What follows belongs to an exercise in optimizing a design on an open flow for small area and a short achievable clock period; a production flow would make more cautious choices.
The RTL was checked by simulation tests, not by an equivalence proof against the original design.

$ cat design.v
package mjdc_pkg;
    localparam int unsigned DATE_LAT = 8;
    localparam logic [15:0] MJD_FLOOR   = 16'd15078;
    localparam logic [15:0] MJD_DEFAULT = 16'd53371;
    localparam logic [19:0] YEAR_BIAS  = 20'd301564;
    localparam logic [11:0] YEAR_RECIP = 12'd2296;       
    localparam logic [20:0] YEAR_DIV   = 21'd7305;
    localparam logic [16:0] WEEK_OFFSET = 17'd2;
    localparam logic [16:0] WEEK_RECIP  = 17'd74898;     
    localparam logic [16:0] WEEK_DIV    = 17'd7;
    localparam logic [16:0] YEAR_DAYS = 17'd365;
    localparam logic [19:0] MONTH_BIAS  = 20'd149561;
    localparam logic [23:0] MONTH_RECIP = 24'd14035794;  
    localparam logic [23:0] MONTH_DIV   = 24'd306001;
    localparam logic [23:0] MONTH_SCALE = 24'd1000;
    localparam logic [7:0]  DAY_BIAS8 = 8'd108;
    localparam logic [10:0] YEAR_BASE = 11'd1900;
    typedef struct packed {
        logic [10:0] year;
        logic [3:0]  month;
        logic [4:0]  day;
        logic [2:0]  weekday;
    } t_date;
endpackage
import mjdc_pkg::*;
module mjdc_date (
    input  logic        i_clk,
    input  logic        i_rst_n,
    input  logic        i_valid,
    input  logic [15:0] i_mjd,
    output logic        o_valid,
    output logic [22:0] o_date
);
    function automatic [8:0] month_day_offset(input [3:0] m);
        logic [8:0] q;
        case (m)
            4'd0:    q = 9'd0;
            4'd1:    q = 9'd30;
            4'd2:    q = 9'd61;
            4'd3:    q = 9'd91;
            4'd4:    q = 9'd122;
            4'd5:    q = 9'd153;
            4'd6:    q = 9'd183;
            4'd7:    q = 9'd214;
            4'd8:    q = 9'd244;
            4'd9:    q = 9'd275;
            4'd10:   q = 9'd306;
            4'd11:   q = 9'd336;
            4'd12:   q = 9'd367;
            4'd13:   q = 9'd397;
            4'd14:   q = 9'd428;
            4'd15:   q = 9'd459;
            default: q = 9'd0;
        endcase
        month_day_offset = q;
    endfunction
    logic [15:0] n_s1_mjd;
    logic [20:0] w_ny_full;
    logic [19:0] n_s1_ny;
    logic [16:0] n_s1_nw;
    always_comb begin
        n_s1_mjd  = (i_mjd <= MJD_FLOOR) ? MJD_DEFAULT : i_mjd;
        w_ny_full = {1'b0, n_s1_mjd, 4'b0} + {3'b0, n_s1_mjd, 2'b0} - {1'b0, YEAR_BIAS};
        n_s1_ny   = w_ny_full[19:0];
        n_s1_nw   = {1'b0, n_s1_mjd} + WEEK_OFFSET;
    end
    logic        r_s1_valid;
    logic [15:0] r_s1_mjd;
    logic [19:0] r_s1_ny;
    logic [16:0] r_s1_nw;
    always_ff @(posedge i_clk) begin
        if (!i_rst_n) begin
            r_s1_valid <= 1'b0;
        end else begin
            r_s1_valid <= i_valid;
        end
        r_s1_mjd <= n_s1_mjd;
        r_s1_ny  <= n_s1_ny;
        r_s1_nw  <= n_s1_nw;
    end
    logic [31:0] w_y_prod;
    logic [33:0] w_w_prod;
    logic [7:0]  n_s2_yest;
    logic [13:0] n_s2_west;
    always_comb begin
        w_y_prod  = {12'b0, r_s1_ny} * {20'b0, YEAR_RECIP};
        w_w_prod  = {17'b0, r_s1_nw} * {17'b0, WEEK_RECIP};
        n_s2_yest = w_y_prod[31:24];
        n_s2_west = w_w_prod[32:19];
    end
    logic        r_s2_valid;
    logic [15:0] r_s2_mjd;
    logic [19:0] r_s2_ny;
    logic [16:0] r_s2_nw;
    logic [7:0]  r_s2_yest;
    logic [13:0] r_s2_west;
    always_ff @(posedge i_clk) begin
        if (!i_rst_n) begin
            r_s2_valid <= 1'b0;
        end else begin
            r_s2_valid <= r_s1_valid;
        end
        r_s2_mjd  <= r_s1_mjd;
        r_s2_ny   <= r_s1_ny;
        r_s2_nw   <= r_s1_nw;
        r_s2_yest <= n_s2_yest;
        r_s2_west <= n_s2_west;
    end
    logic [20:0] w_ry;
    logic [16:0] w_rw;
    logic [2:0]  w_wd_rem;
    logic [7:0]  n_s3_y;
    logic [2:0]  n_s3_wd;
    always_comb begin
        w_ry     = {1'b0, r_s2_ny} - ({13'b0, r_s2_yest} * YEAR_DIV);
        n_s3_y   = r_s2_yest + {7'b0, (w_ry >= YEAR_DIV)};
        w_rw     = r_s2_nw - ({3'b0, r_s2_west} * WEEK_DIV);
        w_wd_rem = (w_rw >= WEEK_DIV) ? w_rw[2:0] - WEEK_DIV[2:0] : w_rw[2:0];
        n_s3_wd  = w_wd_rem + 3'd1;
    end
    logic        r_s3_valid;
    logic [15:0] r_s3_mjd;
    logic [7:0]  r_s3_y;
    logic [2:0]  r_s3_wd;
    always_ff @(posedge i_clk) begin
        if (!i_rst_n) begin
            r_s3_valid <= 1'b0;
        end else begin
            r_s3_valid <= r_s2_valid;
        end
        r_s3_mjd <= r_s2_mjd;
        r_s3_y   <= n_s3_y;
        r_s3_wd  <= n_s3_wd;
    end
    logic [16:0] w_yy_full;
    logic [15:0] n_s4_yy;
    always_comb begin
        w_yy_full = ({9'b0, r_s3_y} * YEAR_DAYS) + {11'b0, r_s3_y[7:2]};
        n_s4_yy   = w_yy_full[15:0];
    end
    logic        r_s4_valid;
    logic [15:0] r_s4_mjd;
    logic [7:0]  r_s4_y;
    logic [2:0]  r_s4_wd;
    logic [15:0] r_s4_yy;
    always_ff @(posedge i_clk) begin
        if (!i_rst_n) begin
            r_s4_valid <= 1'b0;
        end else begin
            r_s4_valid <= r_s3_valid;
        end
        r_s4_mjd <= r_s3_mjd;
        r_s4_y   <= r_s3_y;
        r_s4_wd  <= r_s3_wd;
        r_s4_yy  <= n_s4_yy;
    end
    logic [15:0] w_diff;
    logic [19:0] w_v_full;
    logic [12:0] n_s5_v;
    logic [7:0]  n_s5_d8;
    always_comb begin
        w_diff   = r_s4_mjd - r_s4_yy;
        w_v_full = ({4'b0, w_diff} * 20'd10) - MONTH_BIAS;
        n_s5_v   = w_v_full[12:0];
        n_s5_d8  = w_diff[7:0] - DAY_BIAS8;
    end
    logic        r_s5_valid;
    logic [7:0]  r_s5_y;
    logic [2:0]  r_s5_wd;
    logic [12:0] r_s5_v;
    logic [7:0]  r_s5_d8;
    always_ff @(posedge i_clk) begin
        if (!i_rst_n) begin
            r_s5_valid <= 1'b0;
        end else begin
            r_s5_valid <= r_s4_valid;
        end
        r_s5_y  <= r_s4_y;
        r_s5_wd <= r_s4_wd;
        r_s5_v  <= n_s5_v;
        r_s5_d8 <= n_s5_d8;
    end
    logic [36:0] w_m_prod;
    logic [3:0]  n_s6_mest;
    always_comb begin
        w_m_prod  = {24'b0, r_s5_v} * {13'b0, MONTH_RECIP};
        n_s6_mest = w_m_prod[35:32];
    end
    logic        r_s6_valid;
    logic [7:0]  r_s6_y;
    logic [2:0]  r_s6_wd;
    logic [12:0] r_s6_v;
    logic [7:0]  r_s6_d8;
    logic [3:0]  r_s6_mest;
    always_ff @(posedge i_clk) begin
        if (!i_rst_n) begin
            r_s6_valid <= 1'b0;
        end else begin
            r_s6_valid <= r_s5_valid;
        end
        r_s6_y    <= r_s5_y;
        r_s6_wd   <= r_s5_wd;
        r_s6_v    <= r_s5_v;
        r_s6_d8   <= r_s5_d8;
        r_s6_mest <= n_s6_mest;
    end
    logic [23:0] w_v1000;
    logic [23:0] w_rm;
    logic [3:0]  n_s7_m;
    always_comb begin
        w_v1000 = {11'b0, r_s6_v} * MONTH_SCALE;
        w_rm    = w_v1000 - ({20'b0, r_s6_mest} * MONTH_DIV);
        n_s7_m  = r_s6_mest + {3'b0, (w_rm >= MONTH_DIV)};
    end
    logic        r_s7_valid;
    logic [7:0]  r_s7_y;
    logic [2:0]  r_s7_wd;
    logic [7:0]  r_s7_d8;
    logic [3:0]  r_s7_m;
    always_ff @(posedge i_clk) begin
        if (!i_rst_n) begin
            r_s7_valid <= 1'b0;
        end else begin
            r_s7_valid <= r_s6_valid;
        end
        r_s7_y  <= r_s6_y;
        r_s7_wd <= r_s6_wd;
        r_s7_d8 <= r_s6_d8;
        r_s7_m  <= n_s7_m;
    end
    logic        w_k;
    logic [7:0]  w_mo8;
    logic [8:0]  w_doff;
    logic [7:0]  w_day8;
    mjdc_pkg::t_date       n_date;
    always_comb begin
        w_k          = (r_s7_m == 4'd14) || (r_s7_m == 4'd15);
        w_doff       = month_day_offset(r_s7_m);
        w_mo8        = {4'b0, r_s7_m} - 8'd1 - (w_k ? 8'd12 : 8'd0);
        w_day8       = r_s7_d8 - w_doff[7:0];
        n_date.year  = {3'b0, r_s7_y} + YEAR_BASE + {10'b0, w_k};
        n_date.month = (w_mo8 > 8'd12) ? 4'd1 : w_mo8[3:0];
        n_date.day   = (w_day8 > 8'd31) ? 5'd1 : w_day8[4:0];
        n_date.weekday = r_s7_wd;
    end
    logic  r_out_valid;
    mjdc_pkg::t_date r_out_date;
    always_ff @(posedge i_clk) begin
        if (!i_rst_n) begin
            r_out_valid <= 1'b0;
        end else begin
            r_out_valid <= r_s7_valid;
        end
        r_out_date <= n_date;
    end
    assign o_valid = r_out_valid;
    assign o_date  = r_out_date;
endmodule
import mjdc_pkg::*;
module mjd_bcd_to_calendar_time (
    input  logic        i_clk,
    input  logic        i_rst_n,
    input  logic        start,
    output logic        busy,
    input  logic [15:0] i_mjd,
    input  logic [7:0]  i_hour_bcd,
    input  logic [7:0]  i_minute_bcd,
    input  logic [7:0]  i_second_bcd,
    output logic        o_valid,
    output logic [10:0] o_year,
    output logic [3:0]  o_month_num,
    output logic [4:0]  o_day_of_month,
    output logic [2:0]  o_weekday,
    output logic [7:0]  o_hour_bin,
    output logic [7:0]  o_minute_bin,
    output logic [7:0]  o_second_bin
);
    typedef struct packed {
        logic [7:0] hour;
        logic [7:0] minute;
        logic [7:0] second;
    } t_hms;
    function automatic logic [7:0] bcd_to_bin(input logic [7:0] b);
        logic [7:0] tens;
        tens = {4'b0, b[7:4]};
        bcd_to_bin = (tens << 3) + (tens << 1) + {4'b0, b[3:0]};
    endfunction
    logic  w_accept;
    t_hms  n_hms;
    assign busy     = !i_rst_n;
    assign w_accept = start && !busy;
    always_comb begin
        n_hms.hour   = bcd_to_bin(i_hour_bcd);
        n_hms.minute = bcd_to_bin(i_minute_bcd);
        n_hms.second = bcd_to_bin(i_second_bcd);
    end
    logic  w_date_valid;
    mjdc_pkg::t_date w_date;
    mjdc_date u_date (
        .i_clk   (i_clk),
        .i_rst_n (i_rst_n),
        .i_valid (w_accept),
        .i_mjd   (i_mjd),
        .o_valid (w_date_valid),
        .o_date  (w_date)
    );
    logic [24*DATE_LAT-1:0] r_hms_pipe;
    always_ff @(posedge i_clk) begin
        r_hms_pipe <= {r_hms_pipe[24*(DATE_LAT-1)-1:0], n_hms};
    end
    assign o_valid        = w_date_valid;
    assign o_year         = w_date.year;
    assign o_month_num    = w_date.month;
    assign o_day_of_month = w_date.day;
    assign o_weekday      = w_date.weekday;
    assign o_hour_bin     = r_hms_pipe[24*DATE_LAT-1 -: 8];
    assign o_minute_bin   = r_hms_pipe[24*DATE_LAT-9 -: 8];
    assign o_second_bin   = r_hms_pipe[24*DATE_LAT-17 -: 8];
endmodule
$ cat run.sh
#!/bin/bash
# synth_recipe.tcl (not shown) runs the flow's synth.tcl, then flattens the netlist and writes it again
# the make line also repeats each setting of config.mk as NAME=value (left out here)
make -C /OpenROAD-flow-scripts/flow DESIGN_CONFIG=/design/flow/config.mk WORK_HOME=/design/flow/orfs CLKGATE_MAP_FILE= SYNTH_SCRIPT=/design/flow/synth_recipe.tcl finish
$ cat config.mk
export PLATFORM = sky130hd
export DESIGN_NAME = mjd_bcd_to_calendar_time
export DESIGN_NICKNAME = mjd_bcd_to_calendar_time
export VERILOG_FILES = /design/flow/design.v
export SDC_FILE = /design/flow/constraint.sdc
export NUM_CORES = 4
export LEC_CHECK = 0
export CAP_MARGIN = 20
export CORE_MARGIN = 2
export CORE_UTILIZATION = 40
export SLEW_MARGIN = 20
$ cat constraint.sdc
create_clock -name core_clock -period 7.5 [get_ports {i_clk}]
set_input_delay 1.5000 -clock core_clock [delete_from_list [all_inputs] [get_ports {i_clk}]]
set_output_delay 1.5000 -clock core_clock [all_outputs]
set_load 0.01 [all_outputs]
==> results.cfg <==
[status]
status = finished clean

[yosys]
ys_types = 74
yosysTopAreaCell = dfxtp_1
synth-edff-count = 0
synth_commonest_cells = 597 x ha_1, 597 x inv_1, 492 x dfxtp_1
avgSynthCellArea_sq_um = 10.6
synth_area_sq_um = 32500
yosysTopAreaCellShare = 0.303
netlist_top_cells_area = dfxtp_1 30%, ha_1 23%, fa_1 19%, inv_1 6.9%, xnor2_1 3.6%
synth_warnings = 2
ys.flop_type = dfxtp_1
synth_cells = 3063
synth.net_count = 4009
yosysSeqAreaShare = 0.303
synth-seq-cells = 492
ys_async_sr_fraction = 0

[critical_path]
critPathMaxStageDelay_ns = 0.52
critPathRequiredTime_ns = 7.99
worstSetupPathType = reg2reg
critPathCaptureType = flip-flop
cp_slowest_cell = fa_1
worst_ep_arrival_time_ns = 7.51
cp_max_fo = 7
critPathLaunchType = flip-flop

[grt]
antenna_found_initial = 1
overflow = 0
grt_pass1_vias = 20200
grt_use_total = 0.145
grt_pass1_wl_microns = 98600
grt_max_degree = 16

[timing]
maxSlewViolCount = 0
min_period_over_period = 0.937
clock.fmax_mhz = 142
finalSetupViolations = 0
period_minus_slack_ns = 7.03
rsz0062_at_grt = no
maxSlewHeadroom = 0.529
worst_pin_slew_ns = 0.698
hold_violations = 0
skew_ns = 0.0427

[layout]
nFillCells = 7495
area_growth_pct = 12.2
layout.nets = 4131
drive_gt1_frac = 0.0496
fin_cells = 4286
num_antenna_cells = 0

[routing]
post_drt_wl_per_cell_microns = 13.6
highest_layer = met4
drt-met1-wl_microns = 28300
vias = 19900
dr.pass1.iters = 5
met3_length_microns = 1330
wl_met2_microns = 27300
drcViolationCount = 0
viasPerCell = 4.64
wirelength_microns = 58200
drtIter0Drc = 655
drtAntennaViolNets = 0

[die]
die_w_microns = 289
fp.dieH_microns = 289
ios = 92
core_sq_um = 80500
die_area_sq_um = 83600
rows = 104
initial_core_util = 0.404

[clock_network]
cts_buffers = 49
root_buffer = clkbuf_16
cts_tree = built
clock_latency_ns = 0.61
cts.clk_slew.worst_paths_ns = 0.06
clock-sinks = 492
clockBufferDepth = 3
htreeDepth = 2

[place]
post-dp-hpwl_microns = 48700
place_congestion = 0.837
portBuffers = 91
dp_cells = 4191

[worst_hold_path]
hp-class = reg2reg

[job]
maxCapViolations = 0
==> final timing paths <==
kind / from / cells after the start / slack (ns) / endpoint
max reg2reg: u_date.r_s6_v[6] / 32 / 0.47 / u_date.w_doff[2]
max: u_date.r_s6_v[6] / 32 / 0.47 / u_date.w_doff[2]
min: u_date.r_s6_y[7] / 0 / 0.30 / u_date.r_s7_y[7]
min reg2reg: u_date.r_s6_y[7] / 0 / 0.30 / u_date.r_s7_y[7]
==> flip-flops by register name, summed over array words and instances, names as in the netlist, 12 cells and up <==
signal,flops
u_date.r_s4_yy,12
u_date.r_s6_v,12
u_date.r_s1_ny,18
u_date.r_s2_west,14
r_hms_pipe,192
u_date.r_s1_mjd,12
u_date.r_s2_nw,16
u_date.r_s4_mjd,12
u_date.r_s2_ny,18
u_date.r_s2_mjd,12
u_date.r_s5_v,12
u_date.r_s3_mjd,12
u_date.r_out_date,23
u_date.r_s1_nw,16
==> kinds of logic (layout without fill, tap and decap cells) <==
family | Yosys count | in the layout | synth area share
fa+ha+maj | 905 | 905 | 0.419
buf+inv | 630 | 793 | 0.0755
flops | 492 | 492 | 0.303
simple gates | 424 | 424 | 0.0630
compound gates | 421 | 421 | 0.0874
xor+xnor | 184 | 184 | 0.0500
mux | 7 | 7 | 0.00239
==> worst max-delay path, delay by kind of cell, from the launching register on <==
| kind | cells | cell delay (ns) |
|---|---|---|
| adders and majority gates | 8 | 3.25 |
| buffers and inverters | 7 | 0.68 |
| and+or+nand+nor | 8 | 1.36 |
| DFF | 1 | 0.37 |
| AOI/OAI and AO/OA | 8 | 1.14 |
| xor gates and xnor gates | 1 | 0.12 |
==> cell usage in the layout (no fill, tap or decap), types with 23 or more instances in the layout <==
| cell type | Yosys | layout |
|---|---|---|
| o21ai_0 | 75 | 74 |
| nor3_1 | 40 | 39 |
| nand2b_1 | 23 | 23 |
| nor2_1 | 123 | 122 |
| o21bai_1 | 26 | 26 |
| xnor2_1 | 132 | 130 |
| nand2_1 | 91 | 91 |
| fa_1 | 306 | 305 |
| a21oi_1 | 108 | 108 |
| clkbuf_16 | 0 | 49 |
| dfxtp_1 | 492 | 488 |
| ha_1 | 597 | 592 |
| nand3_1 | 41 | 41 |
| a21o_1 | 42 | 42 |
| inv_1 | 597 | 591 |
| clkdlybuf4s50_1 | 0 | 91 |
| xor2_1 | 51 | 51 |
==> stage by stage <==
step | area [sq um] | hold WS [ns] | utilization | TNS, ns | worst slack (ns)
5_1_grt | 36500 | 0.295 | 0.453 | 0 | 0.00925
2_1_floorplan | 32500 | 0.310 | - | 0 | 0.370
4_1_cts | 36400 | 0.302 | 0.451 | 0 | 0.130
6_report | 36500 | 0.303 | 0.453 | 0 | 0.474
3_3_place_gp | 34600 | 0.309 | 0.430 | -0.260 | -0.0666
3_5_place_dp | 34600 | 0.312 | 0.430 | -0.0248 | -0.0219
==> timing repair <==
item | in CTS | in global routing
cloned | 0 | 0
hold buffers | 0 | 0
setup endpoints to repair | 6 | 9
gates resized for setup | 1 | 31
buffers inserted | 0 | 3
pin swaps | 0 | 5
endpoints found under the hold margin | 0 | 0
==> final cells by class <==
type | count | area, sq um | area share
clock buffers | 63 | 1350 | 0.0370
clock inverters | 29 | 394 | 0.0108
inverters | 597 | 2240 | 0.0614
multi-input cells | 1941 | 20300 | 0.557
flip-flops and latches | 492 | 9850 | 0.270
well taps | 1060 | 1330 | 0.0364
repair buffers | 104 | 1010 | 0.0276
==> per-layer routing <==
metal | vias up | GRT usage
li1 | 10300 | -
met1 | 9357 | 0.196
met2 | 192 | 0.247
met3 | 87 | 0.0161
met4 | 0 | 0.0353
met5 | - | 0

afterwards: timing with drivers on the ports:
No port has a modelled driver above. Below, the same layout with a new extraction and two added sets of constraints. Step 1, drivers: a clkbuf_16 drives i_clk and a buf_2 each remaining input, both assumed. Step 2 also shifts input and output timing later by t, the mid clock arrival at the registers, as if the neighbouring blocks saw the same clock. Three values: no drivers, after step 1, after step 2; two values: the first two.
t, ns: 0.645
setup slack, ns: 0.474 / 0.474 / 0.474
hold slack, ns: 0.303 / 0.303 / 0.303
worst data-port slew with drivers (ns): 0.06
After both steps setup and hold are still met in this run. For this run, drivers alone change the setup slack by 0.000 ns; drivers and shift together by 0.000 ns.
